Background: an optimization exercise with open tools, aiming at a short achievable clock period. Do not read the settings as production practice.
Function was checked by simulation only, so behaviour that the tests miss may differ from the original.
No driver is modelled on the clock port, so clocking that relies on it looks cheaper here than on a real chip.
Power and IR drop assume default switching activity.

==> flow/design.v <==
package cpu_pkg;
    localparam logic [5:0] OP_RTYPE = 6'b000000;
    localparam logic [5:0] OP_ADDIU = 6'b001001;
    localparam logic [5:0] OP_ANDI  = 6'b001100;
    localparam logic [5:0] OP_LW    = 6'b100011;
    localparam logic [5:0] OP_SW    = 6'b101011;
    localparam logic [5:0] OP_BEQ   = 6'b000100;
    localparam logic [5:0] OP_BNE   = 6'b000101;
    localparam int OP_HI  = 31;
    localparam int OP_LO  = 26;
    localparam int RS_HI  = 25;
    localparam int RS_LO  = 21;
    localparam int RT_HI  = 20;
    localparam int RT_LO  = 16;
    localparam int RD_HI  = 15;
    localparam int RD_LO  = 11;
    localparam int SH_HI  = 10;
    localparam int SH_LO  = 6;
    localparam int IMM_HI = 15;
    localparam int IMM_LO = 0;
    typedef enum logic [1:0] {
        BSEL_RT   = 2'd0,
        BSEL_SEXT = 2'd1,
        BSEL_ZEXT = 2'd2
    } bsel_e;
    typedef struct packed {
        logic [4:0] rs;
        logic [4:0] rt;
        logic [4:0] dest;
        logic       wen;
        bsel_e      bsel;
    } decode_t;
endpackage
module reg_file_2r1w #(
    parameter int XLEN  = 32,
    parameter int NREGS = 32
) (
    input  logic            clk,
    input  logic            rst_n,
    input  logic [4:0]      ra0,
    output logic [XLEN-1:0] rd0,
    input  logic [4:0]      ra1,
    output logic [XLEN-1:0] rd1,
    input  logic            we,
    input  logic [4:0]      wa,
    input  logic [XLEN-1:0] wd
);
    logic [XLEN-1:0] regs_q [NREGS];
    assign regs_q[0] = '0;
    for (genvar i = 1; i < NREGS; i++) begin : g_reg
        always_ff @(posedge clk or negedge rst_n) begin
            if (!rst_n)                 regs_q[i] <= '0;
            else if (we && wa == 5'(i)) regs_q[i] <= wd;
        end
    end
    logic byp0, byp1;
    assign byp0 = we && (wa == ra0) && (ra0 != 5'd0);
    assign byp1 = we && (wa == ra1) && (ra1 != 5'd0);
    assign rd0 = byp0 ? wd : regs_q[ra0];
    assign rd1 = byp1 ? wd : regs_q[ra1];
endmodule
module id_issue_stage
#(
    parameter int XLEN  = 32,
    parameter int NREGS = 32
) (
    input  logic            clk,
    input  logic            rst_n,
    input  logic            in_valid,
    output logic            in_ready,
    input  logic [31:0]     in_instr,
    output logic            out_valid,
    input  logic            out_ready,
    output logic [31:0]     Instruction,
    output logic [XLEN-1:0] A,
    output logic [XLEN-1:0] B,
    output logic [4:0]      shamt,
    output logic [XLEN-1:0] store_data,
    output logic [4:0]      dest,
    output logic            dest_wen,
    input  logic            wb_en,
    input  logic [4:0]      wb_addr,
    input  logic [XLEN-1:0] wb_data,
    input  logic            flush
);
    logic [5:0]  op;
    logic [4:0]  rs, rt, rd;
    logic [15:0] imm;
    logic        is_r, wen, bsext, bzext;
    logic [4:0]  dst;
    assign op  = in_instr[cpu_pkg::OP_HI:cpu_pkg::OP_LO];
    assign rs  = in_instr[cpu_pkg::RS_HI:cpu_pkg::RS_LO];
    assign rt  = in_instr[cpu_pkg::RT_HI:cpu_pkg::RT_LO];
    assign rd  = in_instr[cpu_pkg::RD_HI:cpu_pkg::RD_LO];
    assign imm = in_instr[cpu_pkg::IMM_HI:cpu_pkg::IMM_LO];
    assign is_r  = (op == cpu_pkg::OP_RTYPE);
    assign bsext = (op == cpu_pkg::OP_ADDIU) || (op == cpu_pkg::OP_LW) || (op == cpu_pkg::OP_SW);
    assign bzext = (op == cpu_pkg::OP_ANDI);
    assign dst   = is_r ? rd : rt;
    assign wen   = (is_r || op == cpu_pkg::OP_ADDIU || op == cpu_pkg::OP_LW ||
                    op == cpu_pkg::OP_ANDI) && (dst != 5'd0);
    logic [XLEN-1:0] rs_val, rt_val;
    reg_file_2r1w #(.XLEN(XLEN), .NREGS(NREGS)) u_rf (
        .clk   (clk),
        .rst_n (rst_n),
        .ra0   (rs),
        .rd0   (rs_val),
        .ra1   (rt),
        .rd1   (rt_val),
        .we    (wb_en),
        .wa    (wb_addr),
        .wd    (wb_data)
    );
    logic [NREGS-1:0] busy_q;
    logic [NREGS-1:1] busy_d;
    logic             out_valid_q;
    logic             dest_wen_q;
    logic [4:0]       dest_q;
    assign busy_q[0] = 1'b0;
    logic [3:0] lk_tn_rs, lk_tn_rt, lk_tn_rd;
    logic [2:0] lk_ne_a, lk_ne_b;
    logic       slot_free, accept;
    busy_lookup u_lk_rs (.busy(busy_q), .x(rs), .wb_en(wb_en), .wb_addr(wb_addr),
                         .tn(lk_tn_rs), .ne_a(lk_ne_a[0]), .ne_b(lk_ne_b[0]));
    busy_lookup u_lk_rt (.busy(busy_q), .x(rt), .wb_en(wb_en), .wb_addr(wb_addr),
                         .tn(lk_tn_rt), .ne_a(lk_ne_a[1]), .ne_b(lk_ne_b[1]));
    busy_lookup u_lk_rd (.busy(busy_q), .x(rd), .wb_en(wb_en), .wb_addr(wb_addr),
                         .tn(lk_tn_rd), .ne_a(lk_ne_a[2]), .ne_b(lk_ne_b[2]));
    ready_gate u_rdy (
        .op        (op),
        .xh_rs     (rs[4:3]),
        .xh_rt     (rt[4:3]),
        .xh_rd     (rd[4:3]),
        .in_valid  (in_valid),
        .out_valid (out_valid_q),
        .out_ready (out_ready),
        .flush     (flush),
        .tn_rs     (lk_tn_rs),
        .tn_rt     (lk_tn_rt),
        .tn_rd     (lk_tn_rd),
        .ne_a      (lk_ne_a),
        .ne_b      (lk_ne_b),
        .in_ready  (in_ready)
    );
    assign slot_free = ~out_valid_q | out_ready;
    assign accept    = in_valid & in_ready;
    always_comb begin
        for (int i = 1; i < NREGS; i++) begin
            busy_d[i] = busy_q[i];
            if (wb_en && wb_addr == 5'(i)) busy_d[i] = 1'b0;
            if (flush && out_valid_q && dest_wen_q && dest_q == 5'(i)) busy_d[i] = 1'b0;
            if (accept && wen && dst == 5'(i)) busy_d[i] = 1'b1;
        end
    end
    always_ff @(posedge clk or negedge rst_n) begin
        if (!rst_n) begin
            out_valid_q <= 1'b0;
            busy_q[NREGS-1:1] <= '0;
        end else begin
            out_valid_q <= accept | (out_valid_q & ~out_ready & ~flush);
            busy_q[NREGS-1:1] <= busy_d;
        end
    end
    logic [31:0]     instr_q;
    logic [XLEN-1:0] a_q, b_q, store_q;
    logic [4:0]      shamt_q;
    always_ff @(posedge clk) begin
        if (slot_free) begin
            instr_q    <= in_instr;
            a_q        <= rs_val;
            b_q        <= bsext ? {{(XLEN-16){imm[15]}}, imm} :
                          bzext ? {{(XLEN-16){1'b0}}, imm} : rt_val;
            shamt_q    <= in_instr[cpu_pkg::SH_HI:cpu_pkg::SH_LO];
            store_q    <= rt_val;
            dest_q     <= wen ? dst : 5'd0;
            dest_wen_q <= wen;
        end
    end
    assign out_valid   = out_valid_q;
    assign Instruction = instr_q;
    assign A           = a_q;
    assign B           = b_q;
    assign shamt       = shamt_q;
    assign store_data  = store_q;
    assign dest        = dest_q;
    assign dest_wen    = dest_wen_q;
endmodule
module busy_lookup (
    input  logic [31:0] busy,
    input  logic [4:0]  x,
    input  logic        wb_en,
    input  logic [4:0]  wb_addr,
    output logic [3:0]  tn,
    output logic        ne_a,
    output logic        ne_b
);
    logic [15:0] l1;
    logic [7:0]  l2;
    logic [4:0]  e;
    for (genvar i = 0; i < 16; i++) begin : g_l1
        gate_mux2i u (.a0(busy[2*i]), .a1(busy[2*i+1]), .s(x[0]), .y(l1[i]));
    end
    for (genvar i = 0; i < 8; i++) begin : g_l2
        gate_mux2i u (.a0(l1[2*i]), .a1(l1[2*i+1]), .s(x[1]), .y(l2[i]));
    end
    for (genvar i = 0; i < 4; i++) begin : g_l3
        gate_mux2i u (.a0(l2[2*i]), .a1(l2[2*i+1]), .s(x[2]), .y(tn[i]));
    end
    for (genvar i = 0; i < 5; i++) begin : g_eq
        gate_xnor2 u (.a(x[i]), .b(wb_addr[i]), .y(e[i]));
    end
    gate_nand3 u_na (.a(e[0]), .b(e[1]), .c(e[2]), .y(ne_a));
    gate_nand3 u_nb (.a(e[3]), .b(e[4]), .c(wb_en), .y(ne_b));
endmodule
module operand_ok (
    input  logic [1:0] xh,
    input  logic       gate,
    input  logic       ne_a,
    input  logic       ne_b,
    input  logic [3:0] tn,
    output logic       ok_lo,
    output logic       ok_hi
);
    logic [1:0] xhn;
    logic [3:0] gn;
    gate_inv u_n3 (.a(xh[0]), .y(xhn[0]));
    gate_inv u_n4 (.a(xh[1]), .y(xhn[1]));
    gate_o2111ai u_g0 (.a1(ne_a), .a2(ne_b), .b1(gate), .c1(xhn[1]), .d1(xhn[0]), .y(gn[0]));
    gate_o2111ai u_g1 (.a1(ne_a), .a2(ne_b), .b1(gate), .c1(xhn[1]), .d1(xh[0]),  .y(gn[1]));
    gate_o2111ai u_g2 (.a1(ne_a), .a2(ne_b), .b1(gate), .c1(xh[1]),  .d1(xhn[0]), .y(gn[2]));
    gate_o2111ai u_g3 (.a1(ne_a), .a2(ne_b), .b1(gate), .c1(xh[1]),  .d1(xh[0]),  .y(gn[3]));
    gate_o22a u_lo (.a1(tn[0]), .a2(gn[0]), .b1(tn[1]), .b2(gn[1]), .y(ok_lo));
    gate_o22a u_hi (.a1(tn[2]), .a2(gn[2]), .b1(tn[3]), .b2(gn[3]), .y(ok_hi));
endmodule
module ready_gate (
    input  logic [5:0] op,
    input  logic [1:0] xh_rs,
    input  logic [1:0] xh_rt,
    input  logic [1:0] xh_rd,
    input  logic       in_valid,
    input  logic       out_valid,
    input  logic       out_ready,
    input  logic       flush,
    input  logic [3:0] tn_rs,
    input  logic [3:0] tn_rt,
    input  logic [3:0] tn_rd,
    input  logic [2:0] ne_a,
    input  logic [2:0] ne_b,
    output logic       in_ready
);
    logic iv_r, nblk, n1, n2;
    logic [2:0] ok_lo, ok_hi;
    gate_ivr  u_ivr (.op(op), .iv(in_valid), .y(iv_r));
    gate_nblk u_blk (.ov(out_valid), .ordy(out_ready), .fl(flush), .y(nblk));
    operand_ok u_rs (.xh(xh_rs), .gate(in_valid), .ne_a(ne_a[0]), .ne_b(ne_b[0]), .tn(tn_rs),
                     .ok_lo(ok_lo[0]), .ok_hi(ok_hi[0]));
    operand_ok u_rt (.xh(xh_rt), .gate(in_valid), .ne_a(ne_a[1]), .ne_b(ne_b[1]), .tn(tn_rt),
                     .ok_lo(ok_lo[1]), .ok_hi(ok_hi[1]));
    operand_ok u_rd (.xh(xh_rd), .gate(iv_r),     .ne_a(ne_a[2]), .ne_b(ne_b[2]), .tn(tn_rd),
                     .ok_lo(ok_lo[2]), .ok_hi(ok_hi[2]));
    gate_nand4 u_n1 (.a(ok_lo[0]), .b(ok_hi[0]), .c(ok_lo[1]), .d(ok_hi[1]), .y(n1));
    gate_nand3 u_n2 (.a(ok_lo[2]), .b(ok_hi[2]), .c(nblk), .y(n2));
    gate_nor2  u_rdy (.a(n1), .b(n2), .y(in_ready));
endmodule
module gate_inv (input logic a, output logic y);
    assign y = ~a;
endmodule
module gate_mux2i (input logic a0, input logic a1, input logic s, output logic y);
    assign y = ~(s ? a1 : a0);
endmodule
module gate_xnor2 (input logic a, input logic b, output logic y);
    assign y = ~(a ^ b);
endmodule
module gate_nand3 (input logic a, input logic b, input logic c, output logic y);
    assign y = ~(a & b & c);
endmodule
module gate_o2111ai (input logic a1, input logic a2, input logic b1, input logic c1,
                     input logic d1, output logic y);
    assign y = ~((a1 | a2) & b1 & c1 & d1);
endmodule
module gate_o22a (input logic a1, input logic a2, input logic b1, input logic b2,
                  output logic y);
    assign y = (a1 | a2) & (b1 | b2);
endmodule
module gate_nand4 (input logic a, input logic b, input logic c, input logic d, output logic y);
    assign y = ~(a & b & c & d);
endmodule
module gate_nor2 (input logic a, input logic b, output logic y);
    assign y = ~(a | b);
endmodule
module gate_ivr (input logic [5:0] op, input logic iv, output logic y);
    logic za, zb;
    gate_nor3 u_za (.a(op[0]), .b(op[1]), .c(op[2]), .y(za));
    gate_nor3 u_zb (.a(op[3]), .b(op[4]), .c(op[5]), .y(zb));
    gate_and3 u_y  (.a(za), .b(zb), .c(iv), .y(y));
endmodule
module gate_nor3 (input logic a, input logic b, input logic c, output logic y);
    assign y = ~(a | b | c);
endmodule
module gate_and3 (input logic a, input logic b, input logic c, output logic y);
    assign y = a & b & c;
endmodule
module gate_nblk (input logic ov, input logic ordy, input logic fl, output logic y);
    assign y = (~ov | ordy) & ~fl;
endmodule
==> flow/flow/run.sh <==
#!/bin/bash
# Own layout flow: the standard flow (standard.sh) with one addition, a POST_CTS_TCL hook
# (flow/post_cts.tcl) that runs a further timing repair pass and greedy moves (buffer hoisting,
# gate sizing) on the worst setup paths after clock tree synthesis. Synthesis is the standard
# one, unchanged.
# Each stage's full output goes to a log file in this folder.
set -euo pipefail
W=$(pwd)
bash standard.sh synth > "$W/synth.log" 2>&1
POST_CTS_TCL="$W/flow/post_cts.tcl" bash standard.sh floorplan place cts > "$W/place_cts.log" 2>&1
bash standard.sh finish > "$W/route_finish.log" 2>&1
==> flow/flow/post_cts.tcl <==
# Runs at the end of ORFS's CTS step (POST_CTS_TCL), after its own timing repair: one more
# timing repair pass, then greedy moves on the worst setup paths (driving a cell straight
# from an input port's buffer instead of through further buffers, and gate sizing), then
# legalisation. The clock tree is not touched.
source [file join [file dirname [info script]] size_crit.tcl]
estimate_parasitics -placement
puts "post_cts: before [sc_worst_slack]"
repair_timing -setup -setup_margin $::env(SETUP_SLACK_MARGIN) -match_cell_footprint -verbose
puts "post_cts: after repair_timing [sc_worst_slack]"
hoist_critical 4
size_critical 10
hoist_critical 2
detailed_placement
check_placement -verbose
estimate_parasitics -placement
puts "post_cts: after legalisation [sc_worst_slack]"
==> flow/flow/size_crit.tcl <==
# Greedy gate sizing on the worst setup paths: for each cell on them, try every
# cell of the same function and keep the one that gives the best worst slack. Repeats until
# no move helps. Sequential cells and clock-tree cells are left alone. Ends with legalisation.
proc sc_worst_slack {} {
  estimate_parasitics -placement
  set p [lindex [find_timing_paths -sort_by_slack -group_path_count 1 -path_delay max] 0]
  return [get_property $p slack]
}

proc sc_metric { {npaths 30} } {
  estimate_parasitics -placement
  set ps [find_timing_paths -sort_by_slack -group_path_count $npaths \
            -endpoint_path_count $npaths -unique_paths_to_endpoint -path_delay max]
  set ws [get_property [lindex $ps 0] slack]
  set sum 0.0
  foreach p $ps { set sum [expr {$sum + min([get_property $p slack] - $ws, 0.2)}] }
  return [expr {$ws + 0.01 * $sum / [llength $ps]}]
}

proc sc_path_insts { {npaths 6} } {
  set insts {}
  foreach p [find_timing_paths -sort_by_slack -group_path_count $npaths \
               -endpoint_path_count $npaths -unique_paths_to_endpoint -path_delay max] {
    foreach pt [get_property $p points] {
      set pin [get_property $pt pin]
      if { [get_property $pin is_port] } { continue }
      set name [get_full_name [get_cells -of_objects $pin]]
      if { [lsearch -exact $insts $name] < 0 } { lappend insts $name }
    }
  }
  return $insts
}

proc sc_usable { cellname } {
  foreach pat {*lpflow* *probe* *dlygate* *clkdlybuf* *dlymetal* *dlxbn* } {
    if { [string match $pat $cellname] } { return 0 }
  }
  return 1
}

proc size_critical { {max_passes 12} } {
  sta::make_equiv_cells [get_libs *]
  set ws [sc_metric]
  puts "size_critical: start worst slack [format %.4f [sc_worst_slack]]"
  for { set pass 0 } { $pass < $max_passes } { incr pass } {
    set improved 0
    foreach name [sc_path_insts] {
      set inst [get_cells $name]
      set lc [get_lib_cells -of_objects $inst]
      set cur [get_name $lc]
      if { [regexp {__(df|edf|sdf|dl|conb)} $cur] } { continue }
      if { [string match "*clkbuf*" $cur] || [string match "*clkinv*" $cur] } { continue }
      set best $cur
      set best_ws $ws
      foreach eq [sta::find_equiv_cells $lc] {
        set en [get_name $eq]
        if { $en eq $cur || ![sc_usable $en] } { continue }
        replace_cell $inst $eq
        set w [sc_metric]
        if { $w > $best_ws + 0.0002 } { set best $en; set best_ws $w }
      }
      replace_cell $inst [lindex [get_lib_cells */$best] 0]
      if { $best ne $cur } {
        puts "size_critical: $name $cur -> $best metric [format %.4f $best_ws]"
        set ws $best_ws
        set improved 1
      }
    }
    if { !$improved } { break }
  }
  puts "size_critical: end worst slack [format %.4f [sc_worst_slack]]"
}

# For a buffer on a worst path that drives more than the path's next cell, try driving that
# cell from the buffer's own input net instead; keep the move when the worst slack improves.
proc sc_is_buf { cellname } {
  return [regexp {__(buf|clkbuf)_[0-9]+$} $cellname]
}

proc sc_bypass_candidates { npaths } {
  set cands {}
  foreach p [find_timing_paths -sort_by_slack -group_path_count $npaths \
               -endpoint_path_count $npaths -unique_paths_to_endpoint -path_delay max] {
    set pins {}
    foreach pt [get_property $p points] { lappend pins [get_property $pt pin] }
    for { set i 1 } { $i < [llength $pins] - 1 } { incr i } {
      set opin [lindex $pins $i]
      set lpin [lindex $pins [expr {$i + 1}]]
      set ipin [lindex $pins [expr {$i - 1}]]
      if { [get_property $opin is_port] || [get_property $lpin is_port] } { continue }
      if { [get_property $ipin is_port] } { continue }
      if { [get_property $opin direction] ne "output" } { continue }
      set bname [get_name [get_lib_cells -of_objects [get_cells -of_objects $opin]]]
      if { ![sc_is_buf $bname] } { continue }
      set c [list [get_full_name $ipin] [get_full_name $opin] [get_full_name $lpin]]
      if { [lsearch -exact $cands $c] < 0 } { lappend cands $c }
    }
  }
  return $cands
}

proc bypass_critical { {max_passes 6} {npaths 6} } {
  set ws [sc_metric]
  puts "bypass_critical: start worst slack [format %.4f [sc_worst_slack]]"
  for { set pass 0 } { $pass < $max_passes } { incr pass } {
    set improved 0
    foreach c [sc_bypass_candidates $npaths] {
      lassign $c ipn opn lpn
      set in_net [get_full_name [get_nets -of_objects [get_pins $ipn]]]
      set out_net [get_full_name [get_nets -of_objects [get_pins $opn]]]
      # the buffer's input must be driven by a cell, not straight by a port
      if { [llength [get_ports -quiet -of_objects [get_nets $in_net]]] > 0 } { continue }
      if { [llength [get_pins -of_objects [get_nets $out_net] -filter "direction == input"]] < 2 } {
        continue
      }
      disconnect_pin $out_net $lpn
      connect_pin $in_net $lpn
      set w [sc_metric]
      if { $w > $ws + 0.0002 } {
        puts "bypass_critical: $lpn from $out_net to $in_net metric [format %.4f $w]"
        set ws $w
        set improved 1
      } else {
        disconnect_pin $in_net $lpn
        connect_pin $out_net $lpn
        set ws [sc_metric]
      }
    }
    if { !$improved } { break }
  }
  puts "bypass_critical: end worst slack [format %.4f [sc_worst_slack]]"
}

proc sc_hoist_candidates { npaths } {
  set cands {}
  foreach p [find_timing_paths -sort_by_slack -group_path_count $npaths \
               -endpoint_path_count $npaths -unique_paths_to_endpoint -path_delay max] {
    set pins {}
    foreach pt [get_property $p points] { lappend pins [get_property $pt pin] }
    if { ![get_property [lindex $pins 0] is_port] } { continue }
    # pins: port, pbuf/A, pbuf/X, then cell input/output pairs
    if { [llength $pins] < 6 } { continue }
    set pbuf_out [lindex $pins 2]
    set nbuf 0
    set i 3
    while { $i + 1 < [llength $pins] } {
      set cin [lindex $pins $i]
      if { [get_property $cin is_port] } { break }
      set cname [get_name [get_lib_cells -of_objects [get_cells -of_objects $cin]]]
      if { ![sc_is_buf $cname] } { break }
      incr nbuf
      incr i 2
    }
    if { $nbuf == 0 || $i >= [llength $pins] } { continue }
    set lpin [lindex $pins $i]
    if { [get_property $lpin is_port] } { continue }
    set c [list [get_full_name $pbuf_out] [get_full_name $lpin]]
    if { [lsearch -exact $cands $c] < 0 } { lappend cands $c }
  }
  return $cands
}

proc hoist_critical { {max_passes 6} {npaths 20} } {
  set ws [sc_metric]
  puts "hoist_critical: start worst slack [format %.4f [sc_worst_slack]]"
  for { set pass 0 } { $pass < $max_passes } { incr pass } {
    set improved 0
    foreach c [sc_hoist_candidates $npaths] {
      lassign $c pbo lpn
      set to_net [get_full_name [get_nets -of_objects [get_pins $pbo]]]
      set from_net [get_full_name [get_nets -of_objects [get_pins $lpn]]]
      if { $to_net eq $from_net } { continue }
      # leave no buffer without loads
      if { [llength [get_pins -of_objects [get_nets $from_net] -filter "direction == input"]] < 2 } {
        continue
      }
      disconnect_pin $from_net $lpn
      connect_pin $to_net $lpn
      set w [sc_metric]
      if { $w > $ws + 0.0002 } {
        puts "hoist_critical: $lpn from $from_net to $to_net metric [format %.4f $w]"
        set ws $w
        set improved 1
      } else {
        disconnect_pin $to_net $lpn
        connect_pin $from_net $lpn
        set ws [sc_metric]
      }
    }
    if { !$improved } { break }
  }
  puts "hoist_critical: end worst slack [format %.4f [sc_worst_slack]]"
}
==> flow/standard.sh <==
#!/bin/bash
# synth_recipe.tcl (not shown) runs the flow's synth.tcl, then flattens the netlist and writes it again
# the make line also repeats each setting of config.mk as NAME=value (left out here)
make -C /OpenROAD-flow-scripts/flow DESIGN_CONFIG=/design/flow/config.mk WORK_HOME=/design/flow/orfs CLKGATE_MAP_FILE= SYNTH_SCRIPT=/design/flow/synth_recipe.tcl "${@:-finish}"
==> flow/config.mk <==
export PLATFORM = sky130hd
export DESIGN_NAME = id_issue_stage
export DESIGN_NICKNAME = id_issue_stage
export VERILOG_FILES = /design/flow/design.v
export SDC_FILE = /design/flow/constraint.sdc
export NUM_CORES = 4
export LEC_CHECK = 0
export CAP_MARGIN = 20
export CORE_MARGIN = 2
export CORE_UTILIZATION = 30
export PLACE_DENSITY = 0.4
export SETUP_SLACK_MARGIN = 4.5
export SLEW_MARGIN = 20
export SYNTH_HIERARCHICAL = 1
==> flow/constraint.sdc <==
create_clock -name core_clock -period 9.0 [get_ports {clk}]
set_input_delay 1.8000 -clock core_clock [delete_from_list [all_inputs] [get_ports {clk}]]
set_output_delay 1.8000 -clock core_clock [all_outputs]
set_load 0.01 [all_outputs]
==> results.yml, run 1 <==
grt:
  grt_pass1_vias: 49890
  grt_max_degree: 149
  overflow: 0
  grtUsageMet3_pct: 10.25
  use_met1_pct: 44.94
  grt_pass1_wl_mm: 465.0
  use_met2_pct: 47.78
  grt_usage_pct: 33.47
  antenna_found_initial: 48
  top_usage_layer: "met2"
synth:
  seq_area_frac_synth_pct: 49.69
  synthTopCellsByCount: "dfrtp_1, mux2_2, a22oi_1"
  async_flop_share_pct: 88.43
  synth-seq-cells: 1158
  synth_most_common_cell: "dfrtp_1"
  synthFlopType: "dfrtp_1"
  synthesis.area_um2: 59670
  synth_warnings: 9
  netlist-cell-type-count: 91
  avgSynthCellArea_um2: 12.03
  yosysTopAreaCell: "dfrtp_1"
  synth_top_area_share_pct: 42.94
  synth.area.top_cells: "dfrtp_1, mux2_2, a22oi_1"
  synth-edff-count: 134
  netlist_instances: 4962
floorplan:
  initial_core_util_pct: 30.23
  rows: 163
  pin_count: 216
  die_w_um: 450.0
  die_h_um: 450.0
  core_um2: 197400
  design.die.area_um2: 202500
timing:
  finalCriticalPeriod_ps: 4994
  period_share_pct: 55.48
  slew_violations: 0
  hold_viol: 0
  final.setup.tns_ps: 0
  finClkSkew_ps: 32.88
  setup_violations: 0
  rsz0062_at_grt: "yes"
  max_slew.worst_pin.slew_ps: 1264
  fmax_ghz: 0.2003
  max_slew_margin_pct: 15.51
outcome:
  status: "no timing/DRC/antenna violations"
routing:
  postRouteAntennaNets: 0
  drc: 0
  vias_per_cell: 6.653
  drtPass1Iterations: 9
  wl_per_cell_um: 44.26
  vias: 52600
  drtIter0Drc: 8413
  drt_wl_total_mm: 350.0
clocking:
  worstSkewPairLatency_ps: 840
  clock_sinks: 1158
  clk_pin_slew_ps: 60
  cts_tree: "done"
setup_path:
  critPathRequiredTime_ps: 7200
  crit_fanout: 16
  cp-end-kind: "output port"
  criticalPathCategory: "in -> out"
  cp-start-kind: "input port"
  crit_arrival_ps: 3190
layout:
  final_layout_size_suffix_gt1_share_pct: 34.47
  fin_nets: 5199
  final_area_um2: 71190
  area_growth_pct: 19.30
  finish.utilization_pct: 36.06
placed_design:
  dpl_cell_area_um2: 65200
  dpl.hpwl_mm: 202.6
  gp_congestion: 0.9320
  port_buffers: 215
power:
  ir_drop_uv: 223.3
  cellPowerDensity_nw_per_um2: 220.0
  p_leak_nw: 31.18
flow_run:
  drv_cap: 0
hold_path:
  hp-class: "reg -> reg"
state kept, by name (all words and copies together) (netlist names):
signal,flops
store_q,32
instr_q,32
a_q,32
u_rf.regs_q,992
dest_wen_q,1
dest_q,5
b_q,32
busy_q,31
out_valid_q,1
layout by cell type (no fill, tap or decap), types with 14 or more instances in the layout:
cell             Yosys  routed
clkbuf_8             0      23
inv_1               17      17
a32oi_1             19      19
nand2b_1            25      20
a22oi_1            632     632
nor3_1              20      16
buf_4               24     248
clkbuf_16            0     148
buf_6               36      14
nor2_1              69      25
nand2_1            153     143
dfrtp_1           1024    1024
a2111oi_1            6      14
a21o_1              21      19
clkinv_2             0      16
o221ai_1            31      31
nor4_2               1      20
a2111oi_2           29      32
o41ai_2             19      19
nor4_1              67      44
o21ai_1             57      52
buf_12               0      16
nand4_1            104     103
a2111oi_0          104      93
nor2_4               9      68
nand3_1            179     172
mux2i_1             97      95
clkdlybuf4s50_1      0     177
diode_2              0      29
clkbuf_1           236      43
edfxtp_1           134     134
and3_1             424     422
mux2_2            1005    1005
per-module statistics from Yosys, one instance, submodules excluded, excerpt:
module          cells  copies in the design  flip-flops and latches
gate_nor3           1                     2                       0
gate_nand4          1                     1                       0
gate_nor2           1                     1                       0
gate_mux2i          1                    84                       0
gate_and3           1                     1                       0
gate_o2111ai        1                    12                       0
gate_nblk           2                     1                       0
id_issue_stage    394                     1                     166
power breakdown:
| part | internal [mW] | switching, mW |
|---|---|---|
| sequential | 6.34 | 0.979 |
| combinational | 1.17 | 1.27 |
| clock | 3.39 | 2.51 |
| total | 10.9 | 4.76 |
cell type report:
type / instances / area, um2
Antenna cell: 29 / 72.57
Clock buffer: 214 / 4182
Clock inverter: 45 / 480.5
Fill cell: 19530 / 126200
Inverter: 17 / 63.81
Multi-Input combinational cell: 3313 / 28680
Sequential cell: 1158 / 29650
Tap cell: 2640 / 3303
Timing Repair Buffer: 490 / 4760
worst paths after layout:
| kind | startpoint | end | slack (ps) | cells after the start |
|---|---|---|---|---|
| max | in_instr[16] | in_ready | 4010 | 8 |
| min | u_rf.regs_q[26][10]$_DFFE_PN0P_ | u_rf.regs_q[26][10]$_DFFE_PN0P_ | 520 | 1 |
| max reg2reg | busy_q[31]$_DFFE_PN0P_ | busy_q[5]$_DFFE_PN0P_ | 5660 | 12 |
| min reg2reg | u_rf.regs_q[26][10]$_DFFE_PN0P_ | u_rf.regs_q[26][10]$_DFFE_PN0P_ | 520 | 1 |
| max in group asynchronous | rst_n | u_rf.regs_q[29][31]$_DFFE_PN0P_ | 5890 | 3 |
| min in group asynchronous | rst_n | u_rf.regs_q[17][11]$_DFFE_PN0P_ | 1000 | 1 |
per-layer routing:
metal  share of wire (%)  vias up
li1                    -    19640
met1                  41    27520
met2                  42     4223
met3                  11     1198
met4                 6.5       22
met5               0.041        -
worst max-delay path, cell delays in order:
cell and delay, ps:
buf_16 160, mux2i_4 240, mux2i_1 80, mux2i_1 270, o22a_1 240, nand4_4 120
nor2_4 140, buf_6 120
cell families after synthesis:
kind of cell | Yosys count | synth area share (%)
buffers and inverters | 493 | 4.011
and+or+nand+nor | 1165 | 11.38
other | 1 | 0.006284
xor gates and xnor gates | 25 | 0.3669
muxes | 1116 | 20.87
AOI/OAI and AO/OA | 1004 | 13.69
DFF | 1158 | 49.69
through the flow:
stage / cells / hold WS [ps] / total power, mW / setup WS (ps)
final: 7906 / 517.9 / 15.66 / 4006
after global routing: 7877 / 531.0 / 16.14 / 3926
after detailed placement: 7558 / 507.2 / 9.674 / 2531
after global placement: 7558 / 498.7 / 9.657 / 2528
after floorplan: 4964 / 472.7 / 8.256 / 4501
==> inputs of run 2 (changes only) <==
--- a/flow/design.v
+++ b/flow/design.v
@@ -120,5 +120,5 @@
     logic [3:0] lk_tn_rs, lk_tn_rt, lk_tn_rd;
     logic [2:0] lk_ne_a, lk_ne_b;
-    logic       slot_free, accept;
+    logic       slot_free, accept, ready_int;
     busy_lookup u_lk_rs (.busy(busy_q), .x(rs), .wb_en(wb_en), .wb_addr(wb_addr),
                          .tn(lk_tn_rs), .ne_a(lk_ne_a[0]), .ne_b(lk_ne_b[0]));
@@ -141,8 +141,9 @@
         .ne_a      (lk_ne_a),
         .ne_b      (lk_ne_b),
-        .in_ready  (in_ready)
+        .in_ready  (in_ready),
+        .ready_int (ready_int)
     );
     assign slot_free = ~out_valid_q | out_ready;
-    assign accept    = in_valid & in_ready;
+    assign accept    = in_valid & ready_int;
     always_comb begin
         for (int i = 1; i < NREGS; i++) begin
@@ -247,5 +248,6 @@
     input  logic [2:0] ne_a,
     input  logic [2:0] ne_b,
-    output logic       in_ready
+    output logic       in_ready,
+    output logic       ready_int
 );
     logic iv_r, nblk, n1, n2;
@@ -262,4 +264,5 @@
     gate_nand3 u_n2 (.a(ok_lo[2]), .b(ok_hi[2]), .c(nblk), .y(n2));
     gate_nor2  u_rdy (.a(n1), .b(n2), .y(in_ready));
+    gate_nor2  u_int (.a(n1), .b(n2), .y(ready_int));
 endmodule
 module gate_inv (input logic a, output logic y);
==> run 2 against run 1 <==
Register-to-register slack worse by 830 ps. Die area about the same. Final cell count up 0.40%. Critical endpoint unchanged. Utilization up 0.62 points. Sequential share of layout area down 0.70 points. Still clean. Non-clock buffer count up 21. Largest power group unchanged. Combinational power about the same. Worst setup slack better by 6.4 ps. Flip-flop and latch count unchanged. Global-route usage up 0.41 points.
==> results.yml, run 2 <==
outcome:
  status: "no timing/DRC/antenna violations"
timing:
  rsz0062_at_grt: "yes"
  max_slew_margin_pct: 17.84
  hold_viol: 0
  period_share_pct: 55.41
  final.setup.tns_ps: 0
  max_slew.worst_pin.slew_ps: 1232
  hold_ws_ps: 520.4
  setup_violations: 0
  fmax_ghz: 0.2005
  fin_ws_ps: 4013
  slew_violations: 0
  finalCriticalPeriod_ps: 4987
  finClkSkew_ps: 39.22
layout:
  final_cell_mix: "dfrtp_1, mux2_2, a22oi_1, and3_1, buf_4"
  finish.utilization_pct: 36.68
  final_area_um2: 72410
  fin_nets: 5221
  largest_reg_flops: 992
  regMostFlops: "u_rf.regs_q"
  final_layout_size_suffix_gt1_share_pct: 35.49
  area_growth_pct: 21.33
  stdcell_count: 7938
  final_common_cell: "dfrtp_1"
setup_path:
  cp-start-kind: "input port"
  crit_fanout: 5
  critPathRequiredTime_ps: 7200
  crit_arrival_ps: 3190
  cp-end-kind: "output port"
  worst_r2r_path_depth: 25
  criticalPathCategory: "in -> out"
routing:
  wl_per_cell_um: 44.45
  postRouteAntennaNets: 0
  vias_per_cell: 6.637
  drc: 0
  drtPass1Iterations: 10
  drtIter0Drc: 8786
  vias: 52690
  drt_wl_total_mm: 352.8
clocking:
  cts_tree: "done"
  clock_sinks: 1158
  worstSkewPairLatency_ps: 840
  clk_pin_slew_ps: 60
synth:
  netlist-cell-type-count: 91
  synth_warnings: 9
  seq_area_frac_synth_pct: 49.68
  synth-edff-count: 134
  synthesis.area_um2: 59680
  netlist_instances: 4963
  async_flop_share_pct: 88.43
  synthFlopType: "dfrtp_1"
  synth.area.top_cells: "dfrtp_1, mux2_2, a22oi_1"
  avgSynthCellArea_um2: 12.02
  synthTopCellsByCount: "dfrtp_1, mux2_2, a22oi_1"
  yosysTopAreaCell: "dfrtp_1"
  synth_most_common_cell: "dfrtp_1"
  synth_top_area_share_pct: 42.94
  synth-seq-cells: 1158
grt:
  use_met1_pct: 44.55
  top_usage_layer: "met2"
  grt_max_degree: 159
  grt_pass1_vias: 50260
  antenna_found_initial: 40
  grtUsageMet3_pct: 10.63
  use_met2_pct: 48.94
  overflow: 0
  grt_usage_pct: 33.88
  grt_pass1_wl_mm: 469.4
power:
  ir_drop_uv: 208.8
  fin_total_pwr_mw: 15.97
  cellPowerDensity_nw_per_um2: 220.6
  p_leak_nw: 31.91
floorplan:
  rows: 163
  die_w_um: 450.0
  pin_count: 216
  core_um2: 197400
  design.die.area_um2: 202500
  initial_core_util_pct: 30.23
  die_h_um: 450.0
placed_design:
  place_ws_ps: 2371
  port_buffers: 215
  dpl_cell_area_um2: 65370
  dpl.hpwl_mm: 205.9
  gp_congestion: 0.9411
  dpl.cell_count: 7556
hold_path:
  worstHoldPathCells: 1
  hp-class: "reg -> reg"
flow_run:
  drv_cap: 0
==> run 2: changes by cell type after synthesis, sizes merged <==
cell / before / now
nor2: 98 / 99
==> run 2: modules after synthesis, one instance, submodules excluded, excerpt <==
module      area, um2  flops+latches
gate_nor3       10.01              0
gate_nand4      6.256              0
gate_inv        3.754              0
gate_mux2i      10.01              0
gate_xnor2      8.758              0
gate_nand3      5.005              0
==> run 2: worst paths after layout <==
check                                                 from  slack, ps                              end
max in group asynchronous                            rst_n       6120  u_rf.regs_q[13][27]$_DFFE_PN0P_
min reg2reg                u_rf.regs_q[28][12]$_DFFE_PN0P_        520  u_rf.regs_q[28][12]$_DFFE_PN0P_
min                        u_rf.regs_q[28][12]$_DFFE_PN0P_        520  u_rf.regs_q[28][12]$_DFFE_PN0P_
min in group asynchronous                            rst_n        990   u_rf.regs_q[12][4]$_DFFE_PN0P_
max                                           in_instr[11]       4010                         in_ready
max reg2reg                          busy_q[3]$_DFFE_PN0P_       4830            busy_q[8]$_DFFE_PN0P_
==> run 2: per-layer routing <==
| metal | routed length, um | share of wire, % |
|---|---|---|
| met2 | 147300 | 42 |
| met5 | 156 | 0.044 |
| met1 | 140500 | 40 |
| met3 | 40730 | 12 |
| met4 | 24120 | 6.8 |
==> run 2: cells by family after synthesis <==
| group | after synthesis | share of synthesized area, % |
|---|---|---|
| DFF | 1158 | 49.68 |
| xor gates and xnor gates | 25 | 0.3669 |
| and+or+nand+nor | 1166 | 11.38 |
| muxes | 1116 | 20.87 |
| buffers and inverters | 493 | 4.011 |
| other | 1 | 0.006284 |
| AOI/OAI and AO/OA | 1004 | 13.69 |
==> run 2: layout make-up <==
class / count / area, um2
antenna: 31 / 77.57
clock buffer: 215 / 4298
clock inverter: 51 / 610.6
fill: 19290 / 125000
inverter: 17 / 63.81
multi-input combinational: 3315 / 29160
sequential: 1158 / 29650
tap: 2640 / 3303
timing repair buffer: 511 / 5246
==> run 2: critical path: stages <==
cell and delay [ps]:
buf_12 100, buf_12 130, buf_12 120, mux2i_1 220, mux2i_1 140, mux2i_1 180, o22a_2 180, nand3_4 80
nor2_4 110, buf_6 110
==> run 2: where the power goes <==
| part | switching (mW) | internal, mW | total, mW |
|---|---|---|---|
| Clock | 2.53 | 3.61 | 6.13 |
| Combinational | 1.26 | 1.19 | 2.45 |
| Sequential | 1.06 | 6.34 | 7.39 |
==> inputs of run 3 (changes only) <==
--- a/flow/flow/post_cts.tcl
+++ b/flow/flow/post_cts.tcl
@@ -8,7 +8,8 @@
 repair_timing -setup -setup_margin $::env(SETUP_SLACK_MARGIN) -match_cell_footprint -verbose
 puts "post_cts: after repair_timing [sc_worst_slack]"
-hoist_critical 4
-size_critical 10
-hoist_critical 2
+hoist_critical 6 30
+size_critical 20
+hoist_critical 3 30
+size_critical 6
 detailed_placement
 check_placement -verbose
--- a/flow/flow/size_crit.tcl
+++ b/flow/flow/size_crit.tcl
@@ -45,5 +45,5 @@
   for { set pass 0 } { $pass < $max_passes } { incr pass } {
     set improved 0
-    foreach name [sc_path_insts] {
+    foreach name [sc_path_insts 10] {
       set inst [get_cells $name]
       set lc [get_lib_cells -of_objects $inst]
==> run 3 against run 2 <==
Total power barely moved. Clock-buffer cell count is the same. Register-to-register slack barely moved. Non-clock buffer count did not move. Sequential power hardly changed. Wire length barely moved. Largest cell class unchanged. Global-route usage about the same. Combinational power about the same. Sequential share of layout area is essentially flat. Via count decreased by 0.79%. Worst setup slack lost 12 ps. Highest routed layer unchanged.
==> results.yml, run 3 <==
outcome:
  status: "no timing/DRC/antenna violations"
floorplan:
  pin_count: 216
  die_h_um: 450.0
  design.die.area_um2: 202500
  rows: 163
  die_w_um: 450.0
  core_um2: 197400
  initial_core_util_pct: 30.23
layout:
  fin_nets: 5221
  final_common_cell: "dfrtp_1"
  area_growth_pct: 21.26
  regMostFlops: "u_rf.regs_q"
  final_area_um2: 72360
  final_layout_size_suffix_gt1_share_pct: 35.49
  largest_reg_flops: 992
  nFillCells: 19300
  final_cell_mix: "dfrtp_1, mux2_2, a22oi_1, and3_1, buf_4"
synth:
  async_flop_share_pct: 88.43
  seq_area_frac_synth_pct: 49.68
  synth_warnings: 9
  synth_most_common_cell: "dfrtp_1"
  avgSynthCellArea_um2: 12.02
  synth.area.top_cells: "dfrtp_1, mux2_2, a22oi_1"
  synth-edff-count: 134
  synth-seq-cells: 1158
  netlist_instances: 4963
  synthTopCellsByCount: "dfrtp_1, mux2_2, a22oi_1"
  synth-compound-area-share_pct: 13.69
  synth_top_area_share_pct: 42.94
  synthMuxAreaShare_pct: 20.87
  synth_top_family_by_area: "multiplexers"
  yosysTopAreaCell: "dfrtp_1"
  synth_fa_ha_area_share_pct: 0
  synthFlopType: "dfrtp_1"
  synthesis.area_um2: 59680
  synth-simple-area-share_pct: 11.38
  netlist-cell-type-count: 91
  synth-xor-area-share_pct: 0.3669
routing:
  drtPass1Iterations: 7
  drtIter0Drc: 8496
  drt_wl_total_mm: 352.9
  postRouteAntennaNets: 0
  vias: 52270
  vias_per_cell: 6.599
  wl_per_cell_um: 44.55
  drc: 0
hold_path:
  hp-class: "reg -> reg"
timing:
  period_share_pct: 55.54
  rsz0062_at_grt: "yes"
  slew_violations: 0
  final.setup.tns_ps: 0
  hold_viol: 0
  setup_violations: 0
  finalCriticalPeriod_ps: 4999
  finClkSkew_ps: 39.82
  max_slew.worst_pin.slew_ps: 1229
  max_slew_margin_pct: 18.07
  fmax_ghz: 0.2000
placed_design:
  dpl.hpwl_mm: 205.9
  gp_congestion: 0.9411
  dpl_cell_area_um2: 65370
  port_buffers: 215
grt:
  overflow: 0
  grt_pass1_vias: 50250
  grt_max_degree: 159
  grt_usage_pct: 33.88
  antenna_found_initial: 40
  grt_pass1_wl_mm: 469.4
setup_path:
  worstSetupStartpoint: "in_instr[11]"
  path_delay_family: "multiplexers"
  r2r_start: "busy_q[3]$_DFFE_PN0P_"
  reg2reg_to: "busy_q[8]$_DFFE_PN0P_"
  crit_chain: "buf_12 > buf_12 > buf_12 > mux2i_1 > mux2i_1 > mux2i_1 > o22a_2 > nand3_4 > nor2_4 > buf_6"
  cp-start-kind: "input port"
  r2r_setup_slack_ps: 4840
  criticalPathCategory: "in -> out"
  worst_r2r_path_depth: 25
  endpoint: "in_ready"
  crit_arrival_ps: 3200
  crit_fanout: 5
  cpMaxStageDelayCell: "mux2i_1"
  cp-end-kind: "output port"
  critical_path_depth: 10
  critPathRequiredTime_ps: 7200
  path_buf_inv: 4
  critPathMaxStageDelay_ps: 230
power:
  ir_drop_uv: 207.7
  p_leak_nw: 31.91
  pwr-share-seq_pct: 46.3
  cellPowerDensity_nw_per_um2: 220.7
  p_sw_mw: 4.837
  power_frac_clock_pct: 38.4
  switching_share_pct: 30.29
  combinationalPowerShare_pct: 15.3
  p_int_mw: 11.13
clocking:
  worstSkewPairLatency_ps: 830
  clk_pin_slew_ps: 60
  cts_tree: "done"
  clock_sinks: 1158
flow_run:
  drv_cap: 0
## run 3: cell counts after synthesis
Identical to the previous run, type by type.
## run 3: cell families after synthesis
family | after synthesis
mux | 1116
flops | 1158
compound gates | 1004
simple gates | 1166
xor+xnor | 25
other cells | 1
buf+inv | 493
## run 3: Yosys stat by module (local to each module, per instance), excerpt
| module | flip-flops and latches | cell area (um2) | times used |
|---|---|---|---|
| id_issue_stage | 166 | 6794 | 1 |
| gate_o2111ai | 0 | 15.01 | 12 |
| gate_nblk | 0 | 12.51 | 1 |
| gate_mux2i | 0 | 10.01 | 84 |
| gate_nor3 | 0 | 10.01 | 2 |
| gate_o22a | 0 | 8.758 | 6 |
| gate_xnor2 | 0 | 8.758 | 15 |
| gate_and3 | 0 | 6.256 | 1 |
| gate_nand4 | 0 | 6.256 | 1 |
| gate_nand3 | 0 | 5.005 | 7 |
| gate_inv | 0 | 3.754 | 6 |
| gate_nor2 | 0 | 3.754 | 2 |
## run 3: per-layer routing
layer	routed length, um	GRT usage, %	vias up
met1	141500	44.55	27200
met4	24430	19.30	18
met5	178	0.3551	-
met3	39820	10.63	1266
li1	-	-	19650
met2	147000	48.94	4142
## run 3: power groups by stage
stage | combinational, mW | clock [mW] | sequential, mW
finish | 2.45 | 6.13 | 7.39
detailed placement | 2.31 | 0 | 7.41
floorplan | 1.28 | 0 | 6.98
global placement | 2.27 | 0 | 7.44
global route | 2.57 | 6.42 | 7.45
## run 3: layout make-up
class / instances / area, um2 / area share [%]
Clock buffer: 215 / 4298 / 5.939
Antenna cell: 14 / 35.03 / 0.04841
Tap cell: 2640 / 3303 / 4.565
Inverter: 17 / 63.81 / 0.08818
Clock inverter: 51 / 610.6 / 0.8438
Timing Repair Buffer: 511 / 5246 / 7.250
Multi-Input combinational cell: 3315 / 29160 / 40.29
Sequential cell: 1158 / 29650 / 40.97
## run 3: how the worst min path moves through the flow
stage	startpoint	endpoint	slack (ps)	cells after the start
3_5_place_dp	u_rf.regs_q[26][4]$_DFFE_PN0P_	u_rf.regs_q[26][4]$_DFFE_PN0P_	510	1
6_report	u_rf.regs_q[28][12]$_DFFE_PN0P_	u_rf.regs_q[28][12]$_DFFE_PN0P_	520	1
2_1_floorplan	u_rf.regs_q[12][22]$_DFFE_PN0P_	u_rf.regs_q[12][22]$_DFFE_PN0P_	470	1
3_3_place_gp	u_rf.regs_q[12][18]$_DFFE_PN0P_	u_rf.regs_q[12][18]$_DFFE_PN0P_	500	1
5_1_grt	u_rf.regs_q[11][16]$_DFFE_PN0P_	u_rf.regs_q[11][16]$_DFFE_PN0P_	530	1
## run 3: metrics by stage
| step | std cells | worst slack [ps] | hold slack, ps | total power [mW] | util, % |
|---|---|---|---|---|---|
| 5_1_grt | 7910 | 3989 | 533.0 | 16.45 | 36.64 |
| 6_report | 7921 | 4001 | 517.3 | 15.97 | 36.66 |
| 2_1_floorplan | 4965 | 4501 | 472.7 | 8.260 | - |
| 3_3_place_gp | 7548 | 2435 | 500.0 | 9.709 | 33.03 |
| 3_5_place_dp | 7556 | 2371 | 506.0 | 9.720 | 33.11 |

static timing again, ports no longer ideal:
The results above use ideal ports. As a check the final layouts listed here were re-extracted and re-timed, cells and wires unchanged. Step 1 sets driving cells, clkbuf_16 on the clock port and buf_2 on the other inputs (assumed; they add their load-dependent delay and slew). Step 2, shift: input delay + t, output delay - t, t = (earliest + latest rising clock arrival at the registers) / 2. This alone moves slack from input paths to output paths. Three values: ideal ports, drivers, drivers and shift; two values: the first two.
| run | t, ns | slack for setup (ns) | worst setup path at the end |
|---|---|---|---|
| run 1 | 0.913 | 4.006 / 3.771 / 3.379 | input to register |
| run 2 | 0.905 | 4.013 / 3.796 / 3.040 | input to register |
| run 3 | 0.903 | 4.001 / 3.788 / 3.030 | input to register |
After both steps every run listed still meets setup and hold. For run 2, which loses most, drivers alone change the setup slack by -0.217 ns; drivers and shift together by -0.973 ns.
